Source: an optimization exercise on an open RTL-to-GDS flow (aim: small area and a short achievable clock period). Production flows keep margins and buffers that such runs may drop. Function was not checked in any run shown here: the RTL went through the layout flow alone. No activity file was given, so power comes from the tool's default toggle rates.

`flow/config.mk`:
```
export PLATFORM = sky130hd
export DESIGN_NAME = xpmwrap_sdpram_be
export DESIGN_NICKNAME = xpmwrap_sdpram_be
export VERILOG_FILES = /design/flow/design.v
export SDC_FILE = /design/flow/constraint.sdc
export NUM_CORES = 4
export LEC_CHECK = 0
export CAP_MARGIN = 20
export CORE_MARGIN = 2
export CORE_UTILIZATION = 55
export CTS_CLUSTER_DIAMETER = 80
export CTS_CLUSTER_SIZE = 25
export GPL_TIMING_DRIVEN = 0
export SETUP_SLACK_MARGIN = 0.95
export SLEW_MARGIN = 20
export SYNTH_HIERARCHICAL = 1
export SYNTH_MINIMUM_KEEP_SIZE = 0
```
`flow/standard.sh`:
```
#!/bin/bash
# synth_recipe.tcl (not shown) runs the flow's synth.tcl, then flattens the netlist and writes it again
# the make line also repeats each setting of config.mk as NAME=value (left out here)
make -C /OpenROAD-flow-scripts/flow DESIGN_CONFIG=/design/flow/config.mk WORK_HOME=/design/flow/orfs CLKGATE_MAP_FILE= SYNTH_SCRIPT=/design/flow/synth_recipe.tcl "${@:-finish}"
```
`flow/design.v`:
```
package xpmwrap_pkg;
  typedef enum logic {
    CLEAR = 1'b0,
    READY = 1'b1
  } state_e;
  function automatic integer nb_calc(input integer data_width, input integer byte_width);
    nb_calc = data_width / byte_width;
  endfunction
  function automatic logic params_ok(input integer read_latency, input integer data_width,
                                     input integer byte_width);
    params_ok = (read_latency >= 1) && (read_latency <= 3) && (byte_width > 0) &&
                ((data_width % byte_width) == 0);
  endfunction
endpackage
module xpmwrap_aoi222 (
  input  logic a0, b0, a1, b1, a2, b2,
  output logic y
);
  assign y = ~((a0 & b0) | (a1 & b1) | (a2 & b2));
endmodule
module xpmwrap_nor2 (
  input  logic a, b,
  output logic y
);
  assign y = ~(a | b);
endmodule
module xpmwrap_nand2 (
  input  logic a, b,
  output logic y
);
  assign y = ~(a & b);
endmodule
module xpmwrap_nand4 (
  input  logic a, b, c, d,
  output logic y
);
  assign y = ~(a & b & c & d);
endmodule
module xpmwrap_nor3 (
  input  logic a, b, c,
  output logic y
);
  assign y = ~(a | b | c);
endmodule
module xpmwrap_and2 (
  input  logic a, b,
  output logic y
);
  assign y = a & b;
endmodule
module xpmwrap_rdbit (
  input  logic [63:0] sel,
  input  logic [63:0] d,
  output logic [5:0]  y
);
  logic [21:0] t;    
  for (genvar k = 0; k < 21; k++) begin : g_t
    xpmwrap_aoi222 u_t (
      .a0(sel[3*k]),   .b0(d[3*k]),
      .a1(sel[3*k+1]), .b1(d[3*k+1]),
      .a2(sel[3*k+2]), .b2(d[3*k+2]),
      .y (t[k])
    );
  end
  xpmwrap_nand2 u_t21 (.a(sel[63]), .b(d[63]), .y(t[21]));
  for (genvar k = 0; k < 5; k++) begin : g_u
    xpmwrap_nand4 u_u (.a(t[4*k]), .b(t[4*k+1]), .c(t[4*k+2]), .d(t[4*k+3]), .y(y[k]));
  end
  xpmwrap_nand2 u_u5 (.a(t[20]), .b(t[21]), .y(y[5]));
endmodule
module xpmwrap_sdpram_be #(
  parameter int                  ADDR_WIDTH     = 6,
  parameter int                  DATA_WIDTH     = 32,
  parameter int                  BYTE_WIDTH     = 8,
  parameter int                  READ_LATENCY   = 2,
  parameter int                  CLEAR_ON_RESET = 1,
  parameter logic [DATA_WIDTH-1:0] CLEAR_VALUE  = '0
) (
  input  logic                                          clk,
  input  logic                                          rstn,
  input  logic                                          wr_en,
  input  logic [ADDR_WIDTH-1:0]                         wr_addr,
  input  logic [xpmwrap_pkg::nb_calc(DATA_WIDTH, BYTE_WIDTH)-1:0] wr_be,
  input  logic [DATA_WIDTH-1:0]                         wr_data,
  input  logic                                          rd_en,
  input  logic [ADDR_WIDTH-1:0]                         rd_addr,
  output logic [DATA_WIDTH-1:0]                         rd_data,
  output logic                                          rd_valid,
  output logic                                          busy,
  output logic                                          drop_err
);
  localparam int NB    = xpmwrap_pkg::nb_calc(DATA_WIDTH, BYTE_WIDTH);
  localparam int DEPTH = 2 ** ADDR_WIDTH;
  localparam int LOW   = ADDR_WIDTH / 2;
  localparam int NLO   = 2 ** LOW;
  localparam int NHI   = DEPTH / NLO;
  logic                  busy_q, busy_o_q;
  logic [NLO-1:0]        lo_q;
  logic [NHI-1:0]        hi_q;
  logic                  drop_q;
  logic                  vld_q, rd_valid_q;
  logic [DATA_WIDTH-1:0] rd_data_q;
  logic [6*DATA_WIDTH-1:0] dat_q;    
  logic                  sweep_last;
  assign sweep_last = lo_q[NLO-1] & hi_q[NHI-1];
  always_ff @(posedge clk) begin
    if (!rstn) begin
      lo_q <= NLO'(1);
      hi_q <= (CLEAR_ON_RESET != 0) ? NHI'(1) : '0;
    end else begin
      lo_q <= {lo_q[NLO-2:0], lo_q[NLO-1]};
      if (lo_q[NLO-1]) hi_q <= {hi_q[NHI-2:0], 1'b0};
    end
  end
  always_ff @(posedge clk) begin
    busy_q   <= ~rstn ? (CLEAR_ON_RESET != 0) : (busy_q & ~sweep_last);
    busy_o_q <= ~rstn ? (CLEAR_ON_RESET != 0) : (busy_o_q & ~sweep_last);
  end
  logic [DATA_WIDTH-1:0] wdata;
  logic [NB-1:0]         bsel_n;
  logic [NLO-1:0]        wlo;
  logic [NHI-1:0]        whi;
  assign wdata  = busy_q ? CLEAR_VALUE : wr_data;
  assign bsel_n = ~(busy_q ? {NB{1'b1}} : (wr_be & {NB{wr_en}}));
  for (genvar j = 0; j < NLO; j++) begin : g_wlo
    assign wlo[j] = busy_q ? lo_q[j] : (wr_addr[LOW-1:0] == LOW'(j));
  end
  for (genvar j = 0; j < NHI; j++) begin : g_whi
    assign whi[j] = busy_q ? hi_q[j] : (wr_addr[ADDR_WIDTH-1:LOW] == (ADDR_WIDTH-LOW)'(j));
  end
  logic [NLO-1:0]        rlo;
  logic [NHI-1:0]        rhi;
  for (genvar j = 0; j < NLO; j++) begin : g_rlo
    assign rlo[j] = (rd_addr[LOW-1:0] == LOW'(j));
  end
  for (genvar j = 0; j < NHI; j++) begin : g_rhi
    assign rhi[j] = (rd_addr[ADDR_WIDTH-1:LOW] == (ADDR_WIDTH-LOW)'(j));
  end
  logic [DATA_WIDTH-1:0] mem_q [DEPTH];
  logic [DEPTH-1:0]      rsel_a, rsel_b;    
  logic [DATA_WIDTH*DEPTH-1:0] mem_t;    
  for (genvar w = 0; w < DEPTH; w++) begin : g_word
    logic          wsel_n;
    logic [NB-1:0] en;
    xpmwrap_nand2 u_wsel (.a(whi[w / NLO]), .b(wlo[w % NLO]), .y(wsel_n));
    for (genvar b = 0; b < NB; b++) begin : g_byte
      xpmwrap_nor2 u_en (.a(wsel_n), .b(bsel_n[b]), .y(en[b]));
      always_ff @(posedge clk) begin
        if (en[b]) mem_q[w][b*BYTE_WIDTH +: BYTE_WIDTH] <= wdata[b*BYTE_WIDTH +: BYTE_WIDTH];
      end
    end
    xpmwrap_and2 u_rsel_a (.a(rhi[w / NLO]), .b(rlo[w % NLO]), .y(rsel_a[w]));
    xpmwrap_and2 u_rsel_b (.a(rhi[w / NLO]), .b(rlo[w % NLO]), .y(rsel_b[w]));
    for (genvar i = 0; i < DATA_WIDTH; i++) begin : g_t
      assign mem_t[i*DEPTH + w] = mem_q[w][i];
    end
  end
  logic [6*DATA_WIDTH-1:0] rd_p;
  logic [DATA_WIDTH-1:0]   dat_or;
  for (genvar i = 0; i < DATA_WIDTH; i++) begin : g_rd
    logic [DEPTH-1:0] sel;
    logic [5:0]       p;
    assign sel = (i < DATA_WIDTH / 2) ? rsel_a : rsel_b;
    xpmwrap_rdbit u_rd (.sel(sel), .d(mem_t[i*DEPTH +: DEPTH]), .y(p));
    assign rd_p[6*i +: 6] = p;
    assign dat_or[i]      = |dat_q[6*i +: 6];
  end
  always_ff @(posedge clk) begin
    dat_q <= rd_p;
    vld_q <= rstn & ~busy_q & rd_en;
  end
  always_ff @(posedge clk) begin
    if (!rstn) begin
      rd_valid_q <= 1'b0;
      rd_data_q  <= '0;
      drop_q     <= 1'b0;
    end else begin
      rd_valid_q <= vld_q;
      if (vld_q) rd_data_q <= dat_or;
      if (busy_q & (rd_en | wr_en)) drop_q <= 1'b1;
    end
  end
  assign rd_valid = rd_valid_q;
  assign rd_data  = rd_data_q;
  assign busy     = busy_o_q;
  assign drop_err = drop_q;
endmodule
```
`flow/constraint.sdc`:
```
create_clock -name core_clock -period 2.8 [get_ports {clk}]
set_input_delay 0.5600 -clock core_clock [delete_from_list [all_inputs] [get_ports {clk}]]
set_output_delay 0.5600 -clock core_clock [all_outputs]
set_load 0.01 [all_outputs]
```
`flow/flow/run.sh`:
```
#!/bin/bash
# Own flow: the standard layout, with the I/O port buffers built from a plain buffer
# cell instead of the delay-cell default. Tool output goes to standard.log here and to
# ORFS's own per-step logs under orfs/logs.
set -euo pipefail
export BUFFER_PORTS_ARGS="-buffer_cell sky130_fd_sc_hd__buf_2"
bash standard.sh > standard.log 2>&1
```
==> results.rst, run 1 <==
.. list-table::
   :header-rows: 1

   * - Metric
     - Value
   * - Result of the run
     - finished clean
   * - Detailed-route vias per instance
     - 6.95
   * - Cell types occupying the most area after synthesis
     - sky130_fd_sc_hd__edfxtp_1 79%, sky130_fd_sc_hd__a222oi_1 8.6%, sky130_fd_sc_hd__dfxtp_1 6.3%
   * - Number of top-level pins
     - 87
   * - Cell at the root of the clock tree
     - sky130_fd_sc_hd__clkbuf_16
   * - Depth of the CTS H-tree
     - 3
   * - Destination of the worst register-to-register timing path
     - mem_q[10][1]
   * - Total global routing overflow
     - 0
   * - Worst setup path class
     - flip-flop to flip-flop
   * - Internal power consumption
     - 0.0449 W
   * - Initial drt markers
     - 8547
   * - Count of warnings emitted by yosys
     - 8
   * - Highest attainable clock frequency
     - 0.464 GHz
   * - Final cycle utilization of the critical path
     - 76.9%
   * - Number of global-route vias before repair
     - 41500
   * - Delay contributed by the slowest stage of the critical path
     - 340 ps
   * - Synthesized area
     - 78000 sq um
   * - Clock Skew
     - 28.5 ps
   * - Filler Cells Inserted
     - 9178
   * - Seq pwr share
     - 66.0%
   * - Combinational Power Share
     - 2.0%
   * - Detailed Route WL
     - 230000 um
   * - All-layer global routing usage
     - 29.9%
   * - Startpoint types
     - flip-flop
   * - Slew HR
     - 46.6%
   * - Half-perimeter wire length of the detailed placement result
     - 147000 um
   * - Placeable core region
     - 141000 sq um
   * - Crit Reg-Reg Startpoint
     - busy_q
   * - Maximum number of buffers from clock root to sink
     - 3
   * - Average cell area after synthesis
     - 20.0 sq um
   * - Via total after detailed routing
     - 44900
   * - Unrepaired setup endpoints after global routing
     - yes
   * - Share of Yosys cell area claimed by the top area cell type
     - 78.9%
   * - Number of buffers created by CTS
     - 106
   * - TritonCTS clock tree
     - built
   * - Data arrival time of the critical path
     - 2590 ps
   * - Power dissipated by switching net loads
     - 0.0111 W
   * - Worst path setup slack after routing
     - 646 ps
   * - Fraction of final layout cells with drive strength greater than 1
     - 25.2%
   * - Initial standard-cell utilization of the core
     - 55.3%
   * - Crit path required time
     - 3240 ps
   * - Seq/Total Area, Yosys
     - 85.1%
   * - Number of placed instances with taps included
     - 5967
   * - Maximum resistive drop on vdd
     - 0.632 mV
   * - Final Non-Filler Cells
     - 6460
   * - Cell count after synthesis
     - 3908
   * - Wire length of the first global-routing pass
     - 306000 um
   * - Post-DR wirelength/cell
     - 35.7 um
   * - Highest-count cells in the layout ignoring fill and taps
     - 2048 x sky130_fd_sc_hd__edfxtp_1, 672 x sky130_fd_sc_hd__a222oi_1, 258 x sky130_fd_sc_hd__nor2_4
   * - Nets in the synthesized netlist
     - 3960
   * - Routability cong.
     - 0.910
   * - Register bit count reported by yosys
     - 2293
   * - Number of maximum-capacitance violations
     - 0
   * - Number of library cell types mapped by synthesis
     - 33
   * - Path class of the lowest-slack min-delay path
     - input port to flip-flop
   * - Final design utilization
     - 66.8%
   * - Clock net sink count
     - 2293
   * - Shortest clock period the worst path allows after layout
     - 2150 ps
   * - Top cell type by total area after synthesis
     - sky130_fd_sc_hd__edfxtp_1
   * - Die width
     - 381 um
   * - Clock transition at the registers of the reported paths
     - 100 ps
   * - R2R depth
     - 8
   * - Asr flop ratio synth
     - 0%
   * - Final hold violation count
     - 0
   * - Setup TNS
     - 0 ps
   * - Primary flip-flop cell chosen by synthesis mapping
     - sky130_fd_sc_hd__edfxtp_1
   * - Switching part of the total
     - 19.8%
   * - Setup slack of the most critical reg-to-reg path
     - 650 ps
   * - Number of buffers inserted by hold repair at cts
     - 0
   * - Start point of the worst min-delay path
     - rd_en
   * - Number of cells on the worst hold path
     - 2
   * - Die height
     - 381 um
   * - Router iterations before antenna repair
     - 9
   * - Power, Total
     - 0.0560 W
   * - Post-synth EDFFs
     - 2048
   * - Floorplan die area
     - 145000 sq um
   * - Static power due to leakage
     - 30.3 nW
   * - Clock power share
     - 32.1%
   * - Crit end category
     - flip-flop
   * - Cell Rows
     - 138
   * - Setup Viol. Count Final
     - 0
   * - Area growth, synth to finish
     - 20.9%
   * - PwrDens
     - 595 nW/um^2
   * - Clock Latency Late Sink
     - 760 ps
   * - Master of the slowest instance on the critical path
     - sky130_fd_sc_hd__dfxtp_2
   * - Critical-path cell list
     - buf_12 > buf_12 > buf_8 > o41ai_4 > buf_6 > buf_8 > nand2_8 > nor2_4
   * - Count of nets left with antenna violations after detail routing
     - 0
   * - Highest fanout seen on the critical path
     - 8
   * - Final net count
     - 4532
   * - Initial antenna violation count
     - 11
   * - Endpoint with the worst hold slack
     - vld_q
   * - Dpl ws
     - -884 ps
   * - Buffers added on ports
     - 85
   * - Actual slew at the worst max-slew pin
     - 801 ps
   * - Leading cell type in the layout, fill and taps excluded
     - sky130_fd_sc_hd__edfxtp_1
   * - Pin count of the biggest net entering global routing
     - 41
   * - Max-slew violation total from the final report
     - 0
   * - Drc violations
     - 0
-- Yosys stat by module (local to each module, per instance), a selection --
module,cells,flops+latches,copies in the design,area [sq um]
xpmwrap_and2,1,0,128,6.26
xpmwrap_aoi222,1,0,672,10.0
xpmwrap_nand2,1,0,128,3.75
xpmwrap_nand4,1,0,160,6.26
xpmwrap_nor2,1,0,256,3.75
xpmwrap_sdpram_be,2564,2293,1,68000
-- final cells by class --
type	count	area, sq um	area share [%]
Sequential cell	2293	66500	70.5
Multi-Input combinational cell	1598	15100	16.1
Timing Repair Buffer	453	6790	7.20
Clock buffer	172	3040	3.22
Tap cell	1890	2360	2.51
Clock inverter	19	201	0.214
Buffer	21	195	0.207
Inverter	7	26.3	0.0279
Antenna cell	7	17.5	0.0186
-- cell families after synthesis --
family,share of synthesized area [%]
simple gates,5.23
flops,85.1
buf+inv,0.199
mux,0.0898
compound gates,9.33
-- cells in the mapped netlist, drive strengths merged, types with 3 or more instances --
| master | count |
|---|---|
| a31oi | 32 |
| nand2 | 137 |
| nor2b | 27 |
| nor3b | 6 |
| nor4 | 32 |
| a21oi | 4 |
| mux2i | 7 |
| nand4 | 160 |
| nor2 | 293 |
| a32o | 7 |
| dfxtp | 245 |
| a222oi | 672 |
| buf | 16 |
| edfxtp | 2048 |
| and3 | 3 |
| and2b | 12 |
| clkbuf | 5 |
| inv | 7 |
| and3b | 5 |
| and2 | 137 |
| o31ai | 4 |
| o21ai | 38 |
-- layer usage --
metal	up-vias	track usage, %	routed length (um)
met5	-	0	41
met4	6	8.11	8210
met3	349	6.67	27500
met2	2733	45.9	107000
met1	23300	43.5	88200
li1	18500	-	-
-- how the worst max path moves through the flow --
| stage | from | slack [ps] | cells after the start | to |
|---|---|---|---|---|
| CTS | busy_q | 740 | 9 | mem_q[2][5] |
| global placement | rd_addr[0] | -3700 | 5 | dat_q[14] |
| detailed placement | wr_addr[1] | -880 | 5 | mem_q[61][27] |
| floorplan | busy_q | 590 | 5 | mem_q[0][0] |
| global route | busy_q | 630 | 8 | mem_q[10][7] |
| finish | busy_q | 650 | 8 | mem_q[10][1] |
-- power groups by stage --
stage               clock (W)  sequential (W)  combinational, W
floorplan                   0          0.0377          0.000379
global placement            0          0.0378          0.000822
detailed placement          0          0.0378          0.000867
CTS                    0.0182          0.0370          0.000978
global route           0.0192          0.0370           0.00113
finish                 0.0180          0.0370           0.00110
-- flip-flops by register name, summed over array words and instances (netlist names) --
| name | cells |
|---|---|
| busy_o_q | 1 |
| lo_q | 8 |
| mem_q | 2048 |
| drop_q | 1 |
| dat_q | 192 |
| rd_data_q | 32 |
| hi_q | 8 |
| vld_q | 1 |
| busy_q | 1 |
| rd_valid_q | 1 |
-- per-stage QoR --
step | instance area, sq um | hold slack [ps]
finish | 94300 | 129
global route | 94200 | 105
CTS | 91200 | 72.4
detailed placement | 82900 | 418
global placement | 80900 | 418
floorplan | 78200 | 408
-- critical path, delay by kind of cell, from the launching register on --
family                 cells  cell delay [ps]
AO/OA/AOI/OAI              1              290
buffers and inverters      5              800
AND/OR/NAND/NOR            2              370
flip-flops                 1              340
-- repair_timing --
item / CTS / global route
buffers inserted: 156 / 101
pin swaps: 150 / 223
setup endpoints to repair: 3316 / 3024
gates cloned: 3 / 35
resized for setup: 736 / 371
==> run 2: changes to the inputs <==
--- a/flow/design.v
+++ b/flow/design.v
@@ -19,2 +19,8 @@
   assign y = ~((a0 & b0) | (a1 & b1) | (a2 & b2));
+endmodule
+module xpmwrap_aoi21 (
+  input  logic a0, a1, b,
+  output logic y
+);
+  assign y = ~((a0 & a1) | b);
 endmodule
@@ -119,3 +125,3 @@
   logic [DATA_WIDTH-1:0] wdata;
-  logic [NB-1:0]         bsel_n;
+  logic [4*NB-1:0]       bsel_n;    
   logic [NLO-1:0]        wlo;
@@ -123,3 +129,5 @@
   assign wdata  = busy_q ? CLEAR_VALUE : wr_data;
-  assign bsel_n = ~(busy_q ? {NB{1'b1}} : (wr_be & {NB{wr_en}}));
+  for (genvar k = 0; k < 4 * NB; k++) begin : g_bsel
+    xpmwrap_aoi21 u_bsel (.a0(wr_en), .a1(wr_be[k % NB]), .b(busy_q), .y(bsel_n[k]));
+  end
   for (genvar j = 0; j < NLO; j++) begin : g_wlo
@@ -146,3 +154,3 @@
     for (genvar b = 0; b < NB; b++) begin : g_byte
-      xpmwrap_nor2 u_en (.a(wsel_n), .b(bsel_n[b]), .y(en[b]));
+      xpmwrap_nor2 u_en (.a(wsel_n), .b(bsel_n[(w / (DEPTH / 4)) * NB + b]), .y(en[b]));
       always_ff @(posedge clk) begin
==> results.rst, run 2 <==
.. list-table::
   :header-rows: 1

   * - Metric
     - Value
   * - Combinational family with the most area after synthesis
     - compound AO/OA/AOI/OAI gates
   * - Largest regs
     - mem_q x2048, dat_q x192, rd_data_q x32
   * - Library cell appearing most often on the critical path
     - sky130_fd_sc_hd__buf_12
   * - Crit end category
     - flip-flop
   * - Depth of the CTS H-tree
     - 3
   * - Clock net sink count
     - 2293
   * - Top cell type by total area after synthesis
     - sky130_fd_sc_hd__edfxtp_1
   * - Switching part of the total
     - 19.8%
   * - Pin count of the biggest net entering global routing
     - 53
   * - Dpl ws
     - -1050 ps
   * - Path class of the lowest-slack min-delay path
     - input port to flip-flop
   * - Unrepaired setup endpoints after global routing
     - yes
   * - Maximum number of buffers from clock root to sink
     - 3
   * - Router iterations before antenna repair
     - 9
   * - Final net count
     - 4607
   * - Sequential Area
     - 66400 sq um
   * - Wl on met1
     - 86900 um
   * - Master of the slowest instance on the critical path
     - sky130_fd_sc_hd__dfxtp_4
   * - Max-slew violation total from the final report
     - 0
   * - Worst path setup slack after routing
     - 736 ps
   * - Static power due to leakage
     - 30.5 nW
   * - All-layer global routing usage
     - 29.2%
   * - Cell with the most instances after synthesis
     - sky130_fd_sc_hd__edfxtp_1
   * - Clock Latency Late Sink
     - 760 ps
   * - Share of synthesized cell area in full adder, half adder and majority cells
     - 0%
   * - Number of global-route vias before repair
     - 41600
   * - Shortest clock period the worst path allows after layout
     - 2060 ps
   * - Number of library cell types mapped by synthesis
     - 34
   * - Power, Total
     - 0.0561 W
   * - Total global routing overflow
     - 0
   * - Power dissipated by switching net loads
     - 0.0111 W
   * - Register with the most flip-flops
     - mem_q
   * - Detailed-routed wire length on met3
     - 22800 um
   * - Number of buffers created by CTS
     - 105
   * - Proportion of synthesized area in mux cells
     - 0.0897%
   * - Delay contributed by the slowest stage of the critical path
     - 370 ps
   * - Cell at the root of the clock tree
     - sky130_fd_sc_hd__clkbuf_16
   * - Slew HR
     - 23.6%
   * - Routability cong.
     - 0.851
   * - Critical-path cell list
     - buf_12 > nand2b_4 > o31ai_4 > buf_12 > nand2_4 > nor2_4 > buf_12
   * - Number of buffers inserted by hold repair at cts
     - 0
   * - Count of warnings emitted by yosys
     - 8
   * - Total non-filler cell area in the finished layout
     - 94300 sq um
   * - Simple-gate area share of the yosys netlist
     - 5.24%
   * - Highest-count cells in the layout ignoring fill and taps
     - 2048 x sky130_fd_sc_hd__edfxtp_1, 672 x sky130_fd_sc_hd__a222oi_1, 235 x sky130_fd_sc_hd__nor2_4
   * - Synth Area in XOR/XNOR
     - 0%
   * - Highest fanout seen on the critical path
     - 8
   * - Setup Viol. Count Final
     - 0
   * - Initial drt markers
     - 8198
   * - Cell types occupying the most area after synthesis
     - sky130_fd_sc_hd__edfxtp_1 79%, sky130_fd_sc_hd__a222oi_1 8.6%, sky130_fd_sc_hd__dfxtp_1 6.3%
   * - Highest attainable clock frequency
     - 0.485 GHz
   * - Average cell area after synthesis
     - 19.9 sq um
   * - Leading cell type in the layout, fill and taps excluded
     - sky130_fd_sc_hd__edfxtp_1
   * - Die width
     - 381 um
   * - Result of the run
     - finished clean
   * - Die height
     - 381 um
   * - Worst setup path class
     - flip-flop to flip-flop
   * - Fraction of the mapped netlist area in compound gates
     - 9.47%
   * - Filler Cells Inserted
     - 9410
   * - Number of top-level pins
     - 87
   * - Cell Rows
     - 138
   * - Asr flop ratio synth
     - 0%
   * - Synthesized area
     - 78100 sq um
   * - Combinational Power Share
     - 1.9%
   * - Seq pwr share
     - 65.9%
   * - Detailed Route WL
     - 221000 um
   * - Area growth, synth to finish
     - 20.8%
   * - Cell family with the largest share of critical-path delay
     - simple AND/OR/NAND/NOR gates
   * - Internal power consumption
     - 0.0450 W
   * - Buffers added on ports
     - 85
   * - Setup TNS
     - 0 ps
   * - Final cycle utilization of the critical path
     - 73.7%
   * - Total buffers and inverters traversed by the critical path
     - 3
   * - Final worst hold slack
     - 90.6 ps
   * - Wire length of the first global-routing pass
     - 301000 um
   * - Primary flip-flop cell chosen by synthesis mapping
     - sky130_fd_sc_hd__edfxtp_1
   * - Top routing layer in use
     - met5
   * - Initial standard-cell utilization of the core
     - 55.3%
   * - Placeable core region
     - 141000 sq um
   * - Data arrival time of the critical path
     - 2550 ps
   * - Clock transition at the registers of the reported paths
     - 100 ps
   * - Floorplan die area
     - 145000 sq um
   * - Placed cell areas
     - 83100 sq um
   * - Post-DR wirelength/cell
     - 33.7 um
   * - Detailed-route vias per instance
     - 6.82
   * - Initial antenna violation count
     - 9
   * - Crit path required time
     - 3280 ps
   * - Leading post-synthesis cells by instance count
     - 2048 x sky130_fd_sc_hd__edfxtp_1, 672 x sky130_fd_sc_hd__a222oi_1, 293 x sky130_fd_sc_hd__nor2_1
   * - Setup slack of the most critical reg-to-reg path
     - 740 ps
   * - TritonCTS clock tree
     - built
   * - Actual slew at the worst max-slew pin
     - 1140 ps
   * - Nets in the synthesized netlist
     - 3971
   * - Met2 routed wirelength
     - 105000 um
   * - PwrDens
     - 595 nW/um^2
   * - Multi-input combinational cell area
     - 15100 sq um
   * - Count of nets left with antenna violations after detail routing
     - 0
   * - Post-synth EDFFs
     - 2048
   * - Share of Yosys cell area claimed by the top area cell type
     - 78.7%
   * - Clock power share
     - 32.2%
   * - Clock Skew
     - 27.1 ps
   * - Maximum resistive drop on vdd
     - 0.548 mV
   * - Register bit count reported by yosys
     - 2293
   * - Seq/Total Area, Yosys
     - 85.0%
   * - Drc violations
     - 0
   * - Half-perimeter wire length of the detailed placement result
     - 142000 um
   * - Startpoint types
     - flip-flop
   * - Via total after detailed routing
     - 44600
   * - Number of maximum-capacitance violations
     - 0
   * - Fraction of final layout cells with drive strength greater than 1
     - 26.1%
   * - Final hold violation count
     - 0
   * - Cell count after synthesis
     - 3919
   * - Number of flip-flops under the largest register name
     - 2048
-- run 2: worst register-to-register path, delay by kind of cell (launching register included) --
kind	cells	cell delay, ps
AND/OR/NAND/NOR	3	600
AO/OA/AOI/OAI	1	280
buffers and inverters	3	510
flip-flops	1	370
-- run 2: logic make-up after synthesis --
family          after synthesis
buf+inv                      27
compound gates              773
simple gates                819
flops                      2293
mux                           7
-- run 2: area by class of cell --
cell class	instances	share of cell area (%)
diodes	11	0.0292
repair buffers	526	7.34
multi-input cells	1602	16.1
clock inverters	18	0.260
flip-flops and latches	2293	70.5
well taps	1890	2.51
plain buffers	20	0.155
clock buffers	173	3.17
inverters	7	0.0279
-- run 2: stage by stage --
stage / util (%) / cells
detailed placement: 58.9 / 5968
CTS: 64.7 / 6421
global placement: 57.6 / 5894
finish: 66.8 / 6540
floorplan: - / 3919
global route: 66.8 / 6530
-- run 2: Yosys stat by module (local to each module, per instance), a selection --
module	cell area, sq um	times used
xpmwrap_and2	6.26	128
xpmwrap_aoi21	8.76	16
xpmwrap_aoi222	10.0	672
xpmwrap_nand2	3.75	128
xpmwrap_nand4	6.26	160
xpmwrap_nor2	3.75	256
xpmwrap_sdpram_be	68000	1
-- run 2: power by group through the flow --
| stage | combinational, W | clock, W | sequential, W |
|---|---|---|---|
| floorplan | 0.000378 | 0 | 0.0377 |
| global placement | 0.000856 | 0 | 0.0378 |
| global route | 0.00109 | 0.0193 | 0.0370 |
| detailed placement | 0.000910 | 0 | 0.0378 |
| CTS | 0.000974 | 0.0182 | 0.0370 |
| finish | 0.00107 | 0.0181 | 0.0370 |
-- run 2: path summary, 6_finish.rpt --
check	startpoint	end	cells past startpoint
worst max-delay path	busy_q	mem_q[20][18]	7
worst min-delay path	rd_en	vld_q	2
worst max register to register	busy_q	mem_q[20][18]	7
worst min register to register	mem_q[63][9]	dat_q[59]	2
-- run 2: what timing repair did --
item,in CTS,in global routing
endpoints found under the setup margin,4291,3411
resized for setup,471,469
setup buffers,262,104
cloned,0,4
pin swaps,198,209
-- run 2: routing by layer --
metal | global-route usage (%) | up-vias
li1 | - | 18600
met1 | 43.4 | 23200
met2 | 45.3 | 2515
met3 | 5.13 | 297
met4 | 7.64 | 4
met5 | 0 | -

afterwards: timing with drivers on the ports:
In the flow no input, the clock included, has a driving cell. The finished layouts below were timed again as built, in two steps.
Step 1: set_driving_cell puts a clkbuf_16 on clk and a buf_2 on each other input, an assumption about the parent block.
Step 2 adds t to the input delays and takes it off the output delays; t is the mean of the earliest and latest rising clock arrival at the registers after step 1. Input paths then give back, and output paths get back, about the clock's delay inside the block.
Three values: no drivers, after step 1, after step 2; two values: the first two.
run | shift t [ns] | setup slack, ns | hold WS [ns] | worst slew at a driven data input, ns | pins driven straight from the clock port
run 1 | 0.831 | 0.646 / 0.646 / 0.015 | 0.129 / 0.076 / 0.441 | 0.20 | 1
run 2 | 0.839 | 0.736 / 0.736 / 0.013 | 0.091 / 0.032 / 0.443 | 0.21 | 1
After both steps setup and hold are still met in every run listed. The setup slack of run 2, which loses most, moves by 0.000 ns with the drivers and by -0.723 ns with both steps.
